What follows belongs to an exercise in optimizing a design on an open flow for small area and few clock cycles; a production flow would make more cautious choices. Only simulation tests tie the RTL to the original design; equivalence was not proved.

==> module aluStage, before the edit <==
module aluStage (
	input  logic [5:0] opcode,
	input  logic [3:0] rj,
	input  logic [13:0] a,        
	input  logic [13:0] b,        
	input  logic [4:0] switches,
	input  logic [11:0] status,
	output logic writeReg,
	output logic [13:0] res,
	output logic [11:0] nextStatus
);
	localparam logic [5:0] OpCpy  = 6'b000010;
	localparam logic [5:0] OpAdd  = 6'b000101;
	localparam logic [5:0] OpSub  = 6'b000110;
	localparam logic [5:0] OpAddc = 6'b000111;
	localparam logic [5:0] OpSubc = 6'b001000;
	localparam logic [5:0] OpNot  = 6'b001011;
	localparam logic [5:0] OpAnd  = 6'b001100;
	localparam logic [5:0] OpOr   = 6'b001101;
	localparam logic [5:0] OpXor  = 6'b001110;
	localparam logic [5:0] OpSrl  = 6'b001111;
	localparam logic [5:0] OpSra  = 6'b010000;
	localparam logic [5:0] OpRotl = 6'b010001;
	localparam logic [5:0] OpRotr = 6'b010010;
	localparam logic [5:0] OpRrc  = 6'b010101;
	localparam logic [5:0] OpVadd = 6'b010111;
	localparam logic [5:0] OpVsub = 6'b011000;
	localparam logic [5:0] OpIn   = 6'b011011;
	logic isCpy, isAdd, isSub, isAddc, isSubc, isNot, isAnd, isOr, isXor;
	logic isSrl, isSra, isRotl, isRotr, isRrc, isVadd, isVsub, isIn;
	logic isArith, isScalar, isVec, isLogic, isRight, inv, cin;
	logic [13:0] op2;     
	logic [13:0] op2x;    
	logic [13:0] p;
	logic [13:0] g;
	logic [3:0] sL0;
	logic [4:0] sL1n, sL1c, sL1;
	logic [3:0] sH0n, sH0c;
	logic [4:0] sH1n, sH1c;
	logic [7:0] hiN, hiC;
	logic [7:0] sumHi;
	logic hiCin, loCout, hiCout;
	logic [13:0] sum;
	logic zLo, zHi;
	logic [13:0] logicRes;
	logic [1:0] s;
	logic [16:0] wr;      
	logic [6:0] shSel;    
	logic [13:0] shRes;
	assign isCpy  = (opcode == OpCpy);
	assign isAdd  = (opcode == OpAdd);
	assign isSub  = (opcode == OpSub);
	assign isAddc = (opcode == OpAddc);
	assign isSubc = (opcode == OpSubc);
	assign isNot  = (opcode == OpNot);
	assign isAnd  = (opcode == OpAnd);
	assign isOr   = (opcode == OpOr);
	assign isXor  = (opcode == OpXor);
	assign isSrl  = (opcode == OpSrl);
	assign isSra  = (opcode == OpSra);
	assign isRotl = (opcode == OpRotl);
	assign isRotr = (opcode == OpRotr);
	assign isRrc  = (opcode == OpRrc);
	assign isVadd = (opcode == OpVadd);
	assign isVsub = (opcode == OpVsub);
	assign isIn   = (opcode == OpIn);
	assign isScalar = isAdd | isSub | isAddc | isSubc;
	assign isVec = isVadd | isVsub;
	assign isArith = isScalar | isVec;
	assign isLogic = isNot | isAnd | isOr | isXor;
	assign isRight = isSrl | isSra | isRotr | isRrc;
	assign cin = isSub | isSubc | isVsub;
	assign inv = cin | isNot;
	assign op2 = (isAddc | isSubc) ? {10'b0, rj} : (isNot ? 14'd0 : b);
	assign op2x = op2 ^ {14{inv}};
	assign p = a ^ op2x;
	assign g = a & op2x;
	assign sL0 = {1'b0, a[2:0]} + {1'b0, op2x[2:0]} + {3'b0, cin};
	assign sL1n = {1'b0, a[6:3]} + {1'b0, op2x[6:3]};
	assign sL1c = {1'b0, a[6:3]} + {1'b0, op2x[6:3]} + 5'd1;
	assign sH0n = {1'b0, a[9:7]} + {1'b0, op2x[9:7]};
	assign sH0c = {1'b0, a[9:7]} + {1'b0, op2x[9:7]} + 4'd1;
	assign sH1n = {1'b0, a[13:10]} + {1'b0, op2x[13:10]};
	assign sH1c = {1'b0, a[13:10]} + {1'b0, op2x[13:10]} + 5'd1;
	assign sL1 = sL0[3] ? sL1c : sL1n;
	assign hiN = sH0n[3] ? {sH1c, sH0n[2:0]} : {sH1n, sH0n[2:0]};   
	assign hiC = sH0c[3] ? {sH1c, sH0c[2:0]} : {sH1n, sH0c[2:0]};   
	assign hiCin = isVec ? cin : sL1[4];
	assign sumHi = hiCin ? hiC : hiN;
	assign sum = {sumHi[6:0], sL1[3:0], sL0[2:0]};
	assign loCout = sL1[4];
	assign hiCout = sumHi[7];
	assign logicRes = ({14{isXor | isNot | isOr}} & p) | ({14{isAnd | isOr}} & g);
	assign s = rj[1:0];
	always_comb begin
		wr[13:0] = a;
		case (1'b1)
			isSra:  wr[16:14] = {3{a[13]}};
			isRotr: wr[16:14] = a[2:0];
			isRrc:  wr[16:14] = {a[1:0], status[11]};
			default: wr[16:14] = 3'b000;
		endcase
	end
	assign shSel[3] = (isRight | isRotl) & (s == 2'd0);
	assign shSel[4] = isRight & (s == 2'd1);
	assign shSel[5] = isRight & (s == 2'd2);
	assign shSel[6] = isRight & (s == 2'd3);
	assign shSel[2] = isRotl & (s == 2'd1);
	assign shSel[1] = isRotl & (s == 2'd2);
	assign shSel[0] = isRotl & (s == 2'd3);
	always_comb begin
		for (int i = 0; i < 14; i++) begin
			shRes[i] = (shSel[0] & a[(i + 11) % 14]) | (shSel[1] & a[(i + 12) % 14]) |
				(shSel[2] & a[(i + 13) % 14]) | (shSel[3] & a[i]) |
				(shSel[4] & wr[i + 1]) | (shSel[5] & wr[i + 2]) | (shSel[6] & wr[i + 3]);
		end
	end
	assign res = ({14{isArith}} & sum) | logicRes | shRes | ({14{isCpy}} & b) |
		{9'b0, {5{isIn}} & switches};
	assign writeReg = isArith | isLogic | isRight | isRotl | isCpy | isIn;
	assign zLo = (res[6:0] == 7'd0);
	assign zHi = (res[13:7] == 7'd0);
	always_comb begin
		nextStatus = status;
		if (isScalar) begin
			nextStatus[11] = hiCout ^ cin;
			nextStatus[10] = sum[13];
			nextStatus[9] = (a[13] ~^ op2[13]) & (a[13] ^ sum[13]);
			nextStatus[8] = zLo & zHi;
		end
		if (isLogic) begin
			nextStatus[10] = res[13];
			nextStatus[8] = zLo & zHi;
		end
		if (isRrc) begin
			case (s)
				2'd0: nextStatus[11] = status[11];
				2'd1: nextStatus[11] = a[0];
				2'd2: nextStatus[11] = a[1];
				default: nextStatus[11] = a[2];
			endcase
		end
		if (isVec) begin
			nextStatus[7] = hiCout ^ cin;
			nextStatus[6] = sum[13];
			nextStatus[5] = (a[13] ~^ op2[13]) & (a[13] ^ sum[13]);
			nextStatus[4] = zHi;
			nextStatus[3] = loCout ^ cin;
			nextStatus[2] = sum[6];
			nextStatus[1] = (a[6] ~^ op2[6]) & (a[6] ^ sum[6]);
			nextStatus[0] = zLo;
		end
	end
endmodule
export LEC_CHECK = 0
export CAP_MARGIN = 20
export CORE_MARGIN = 2
export CORE_UTILIZATION = 60
export CTS_BUF_LIST = sky130_fd_sc_hd__clkbuf_16
export CTS_CLUSTER_DIAMETER = 80
export CTS_CLUSTER_SIZE = 30
export GPL_TIMING_DRIVEN = 0
export SETUP_SLACK_MARGIN = 0.1
export SLEW_MARGIN = 20
create_clock -name core_clock -period 5.0 [get_ports {Clock_not}]
standard.sh (not shown) runs the stock make flow with config.mk's settings and CLKGATE_MAP_FILE= SYNTH_SCRIPT=/design/flow/synth_recipe.tcl, a recipe that flattens the netlist after the stock synthesis.
==> flow/flow/run.sh <==
#!/bin/bash
# Layout flow: the standard flow (standard.sh), except that synthesis maps
# the logic with the ABC script in abc.script instead of ORFS's speed script,
# and does not extract full/half-adder cells first, so ABC maps the adders
# together with the rest of the logic. The registers, their names and cell
# types are those of the standard synthesis. The port buffers that placement
# adds start as the smallest buffer; repair sizes them up where timing needs.
set -euo pipefail
W=$(pwd)
rm -rf "$W/scripts_abc"
cp -r "$FLOW_HOME/scripts" "$W/scripts_abc"
cp "$W/flow/abc.script" "$W/scripts_abc/abc_speed.script"
bash "$W/standard.sh" SCRIPTS_DIR="$W/scripts_abc" ADDER_MAP_FILE= synth > "$W/synth.log" 2>&1
bash "$W/standard.sh" BUFFER_PORTS_ARGS="-buffer_cell sky130_fd_sc_hd__buf_1" finish > "$W/layout.log" 2>&1
==> flow/flow/abc.script <==
strash
ifraig
dc2
strash
&get -n
&dch -f
&nf -R 1000 -a
&put
The first run ran to the end with violations: setup timing.
Testbench counts at the start, summed over its fixed seeds: cycles 32,614.
Change:
--- a/flow/design.v
+++ b/flow/design.v
@@ -109,13 +109,15 @@
 	logic [3:0] sH0n, sH0c;
 	logic [4:0] sH1n, sH1c;
 	logic [7:0] hiN, hiC;
 	logic [7:0] sumHi;
 	logic hiCin, loCout, hiCout;
 	logic [13:0] sum;
-	logic zLo, zHi;
+	logic [13:0] t;       
+	logic [13:0] zb;
+	logic zLo, zHiVec, zHiScalar;
 	logic [13:0] logicRes;
 	logic [1:0] s;
 	logic [16:0] wr;      
 	logic [6:0] shSel;    
 	logic [13:0] shRes;
 	assign isCpy  = (opcode == OpCpy);
@@ -158,12 +160,17 @@
 	assign hiC = sH0c[3] ? {sH1c, sH0c[2:0]} : {sH1n, sH0c[2:0]};   
 	assign hiCin = isVec ? cin : sL1[4];
 	assign sumHi = hiCin ? hiC : hiN;
 	assign sum = {sumHi[6:0], sL1[3:0], sL0[2:0]};
 	assign loCout = sL1[4];
 	assign hiCout = sumHi[7];
+	assign t = {a[12:0] | op2x[12:0], cin};
+	assign zb = ~(p ^ t);
+	assign zLo = &zb[6:0];
+	assign zHiScalar = &zb[13:7];
+	assign zHiVec = ~(p[7] ^ cin) & (&zb[13:8]);
 	assign logicRes = ({14{isXor | isNot | isOr}} & p) | ({14{isAnd | isOr}} & g);
 	assign s = rj[1:0];
 	always_comb begin
 		wr[13:0] = a;
 		case (1'b1)
 			isSra:  wr[16:14] = {3{a[13]}};
@@ -186,25 +193,23 @@
 				(shSel[4] & wr[i + 1]) | (shSel[5] & wr[i + 2]) | (shSel[6] & wr[i + 3]);
 		end
 	end
 	assign res = ({14{isArith}} & sum) | logicRes | shRes | ({14{isCpy}} & b) |
 		{9'b0, {5{isIn}} & switches};
 	assign writeReg = isArith | isLogic | isRight | isRotl | isCpy | isIn;
-	assign zLo = (res[6:0] == 7'd0);
-	assign zHi = (res[13:7] == 7'd0);
 	always_comb begin
 		nextStatus = status;
 		if (isScalar) begin
 			nextStatus[11] = hiCout ^ cin;
 			nextStatus[10] = sum[13];
 			nextStatus[9] = (a[13] ~^ op2[13]) & (a[13] ^ sum[13]);
-			nextStatus[8] = zLo & zHi;
+			nextStatus[8] = zLo & zHiScalar;
 		end
 		if (isLogic) begin
-			nextStatus[10] = res[13];
-			nextStatus[8] = zLo & zHi;
+			nextStatus[10] = logicRes[13];
+			nextStatus[8] = (logicRes == 14'd0);
 		end
 		if (isRrc) begin
 			case (s)
 				2'd0: nextStatus[11] = status[11];
 				2'd1: nextStatus[11] = a[0];
 				2'd2: nextStatus[11] = a[1];
@@ -212,13 +217,13 @@
 			endcase
 		end
 		if (isVec) begin
 			nextStatus[7] = hiCout ^ cin;
 			nextStatus[6] = sum[13];
 			nextStatus[5] = (a[13] ~^ op2[13]) & (a[13] ^ sum[13]);
-			nextStatus[4] = zHi;
+			nextStatus[4] = zHiVec;
 			nextStatus[3] = loCout ^ cin;
 			nextStatus[2] = sum[6];
 			nextStatus[1] = (a[6] ~^ op2[6]) & (a[6] ^ sum[6]);
 			nextStatus[0] = zLo;
 		end
 	end
What happened:
- The new run finished clean
- routed wire length falls by 3.7%
- area after synthesis climbs by 1.4%
- count of clock-buffer cells in the layout grows by 1
- die area came out higher by 1.4%
- non-clock buffer count goes down by 36
- first-iteration DRC count decreases by 5.3%
- worst hold slack loses 0.15 ns
- setup slack gets better by 0.31 ns
- design area falls by 1.5%
- via count goes down by 1.6%
- clock skew rose by 0.0039 ns
Testbench counts after the change, summed over its fixed seeds: cycles 32,614.

## what the ideal ports hide
How much do the figures lean on ideal ports? The routed layouts below were timed once more, with nothing changed but the port constraints. Step 1: set_driving_cell puts a clkbuf_16 on Clock_not and a buf_2 on each other input, an assumption about the parent block. Step 2 adds t to the input delays and takes it off the output delays; t is the mean of the earliest and latest rising clock arrival at the registers after step 1. Input paths then give back, and output paths get back, about the clock's delay inside the block. Three values: no drivers, after step 1, after step 2; two values: the first two.
| run | t (ns) | slack for setup (ns) | hold WS [ns] |
|---|---|---|---|
| the first run | 0.560 | -0.108 / -0.108 / -0.108 | 0.457 / 0.457 / 0.457 |
| the second run | 0.560 | 0.198 / 0.198 / 0.198 | 0.303 / 0.276 / 0.456 |
